This is an optimization exercise on Yosys and OpenROAD, whose aim is a short achievable clock period and few clock cycles, not a production implementation. The RTL was checked by simulation tests, not by an equivalence proof against the original design. Power and IR drop assume default switching activity.

== lane 3 ==
Design cpu_top, start of the top module:
module cpu_top (
	input  logic               clk_in,
	input  logic               rst_in,
	input  logic               rdy_in,
	input  logic [7:0]         mem_din,
	output logic [7:0]         mem_dout,
	output logic [18-1:0] mem_a,
	output logic               mem_wr
);
	localparam logic [6:0] OP_LUI    = 7'b0110111;
	localparam logic [6:0] OP_AUIPC  = 7'b0010111;
	localparam logic [6:0] OP_JAL    = 7'b1101111;
	localparam logic [6:0] OP_JALR   = 7'b1100111;
	localparam logic [6:0] OP_BRANCH = 7'b1100011;
	localparam logic [6:0] OP_LOAD   = 7'b0000011;
	localparam logic [6:0] OP_STORE  = 7'b0100011;
	localparam logic [6:0] OP_IMM    = 7'b0010011;
	localparam logic [6:0] OP_REG    = 7'b0110011;
	typedef enum logic [2:0] {
		st_idle, st_decode, st_execute, st_memory, st_resolve
	} state_e;
	logic               cur_fetch;
	logic               cur_load;
	logic               prv_fetch;
	logic               prv_load;
	logic [18-1:0] prv_a;       
	localparam int CW = 4;           
	localparam int TW = 18 - 2 - CW;
  ...
Size: roughly 8300 cells after synthesis, ~38 I/O pins.
clock: 8.5 ns
lec_check: 0
cap_margin: 20
core_margin: 2
core_utilization: 50
setup_slack_margin: 5
slew_margin: 20
standard.sh (not shown) runs the stock make flow with config.mk's settings and CLKGATE_MAP_FILE= SYNTH_SCRIPT=/design/flow/synth_recipe.tcl, a recipe that flattens the netlist after the stock synthesis.
==> flow/flow/run.sh <==
#!/bin/bash
# The standard layout, with timing repair aimed past the clock period's own slack
# (the constraints stay the design's; only how hard repair_timing works changes)
set -euo pipefail
MARGIN=6.3
bash standard.sh SETUP_SLACK_MARGIN=$MARGIN finish > standard_finish.log 2>&1
Lane 3 reached the final stage; the timing, DRC and antenna checks on its layout passed.
Testbench counts of lane 3, summed over its fixed seeds: cycles 115,859.
diff inputs: lane 3 => lane 1
Settings: CORE_UTILIZATION: 50 -> 40.
==> summary.txt <==
- Between lane 1 and lane 3, it is lane 1 whose routed length on met3 is lower, by 5.3%.
- Going from lane 3 to lane 1, area added between synthesis and finish has increased, total chip power saw little to no change, clock-pin slew of the registers on the worst-case setup and hold paths flat.

---

cpu_top, a different RTL version from the one above (not shown whole).
Size: about 6,800 cells after synthesis, roughly 2,200 flip-flops, roughly 38 I/O pins.
==> flow/config.mk <==
export PLATFORM = sky130hd
export DESIGN_NAME = cpu_top
export DESIGN_NICKNAME = cpu_top
export VERILOG_FILES = /design/flow/design.v
export SDC_FILE = /design/flow/constraint.sdc
export NUM_CORES = 4
export LEC_CHECK = 0
export ABC_CLOCK_PERIOD_IN_PS = 3000
export CAP_MARGIN = 20
export CORE_MARGIN = 2
export CORE_UTILIZATION = 40
export SETUP_SLACK_MARGIN = 5
export SLEW_MARGIN = 20
==> flow/constraint.sdc <==
create_clock -name core_clock -period 8.5 [get_ports {clk_in}]
set_input_delay 1.7000 -clock core_clock [delete_from_list [all_inputs] [get_ports {clk_in}]]
set_output_delay 1.7000 -clock core_clock [all_outputs]
set_load 0.01 [all_outputs]
==> flow/flow/run.sh <==
#!/bin/bash
# The standard layout, with timing repair aimed past the clock period's own slack
# (the constraints stay the design's; only how hard repair_timing works changes)
set -euo pipefail
MARGIN=5.5
bash standard.sh SETUP_SLACK_MARGIN=$MARGIN finish > standard_finish.log 2>&1
Testbench counts at the start, summed over its fixed seeds: cycles 116,109.
Next try:
==> flow/run.sh (new file) <==
#!/bin/bash
# synth_recipe.tcl (not shown) runs the flow's synth.tcl, then flattens the netlist and writes it again
# the make line also repeats each setting of config.mk as NAME=value (left out here)
make -C /OpenROAD-flow-scripts/flow DESIGN_CONFIG=/design/flow/config.mk WORK_HOME=/design/flow/orfs CLKGATE_MAP_FILE= SYNTH_SCRIPT=/design/flow/synth_recipe.tcl finish
Settings changed: ABC_CLOCK_PERIOD_IN_PS 3000 to 2000.
removed: flow/flow/run.sh
removed: flow/standard.sh
What happened: The new run completed with no timing, DRC or antenna violations; design area goes down by a few percent; worst setup slack gets worse by 0.014 ns; hold slack gets worse by 0.038 ns; clock power goes down by a few percent; via count goes down by a few percent; flip-flop and latch count does not change.

==> static timing again, ports no longer ideal <==
Ports are ideal in the flow. The routed layouts listed here were re-timed in OpenROAD.
Step 1 sets driving cells, clkbuf_16 on the clock port and buf_2 on the other inputs (assumed; they add their load-dependent delay and slew).
Step 2 also shifts input and output timing later by t, the mid clock arrival at the registers, as if the neighbouring blocks saw the same clock.
Slacks: ideal ports / drivers / drivers and shift; pairs: ideal ports / drivers.
| run | t, ns | slack for setup (ns) | hold WS [ns] | cell pins on the clock port's net |
|---|---|---|---|---|
| lane 3 | 0.985 | 5.095 / 5.078 / 4.834 | 0.454 / 0.454 / 0.454 | 1 |
| lane 1 | 1.003 | 5.256 / 5.240 / 4.881 | 0.453 / 0.453 / 0.453 | 1 |
| the first run of note 2 | 0.962 | 4.131 / 4.131 / 4.131 | 0.478 / 0.478 / 0.478 | 1 |
| the second run of note 2 | 0.971 | 4.118 / 4.118 / 4.034 | 0.440 / 0.440 / 0.440 | 1 |
After both steps setup and hold are still met in every run listed. The setup slack of lane 1, which loses most, moves by -0.016 ns with the drivers and by -0.375 ns with both steps.
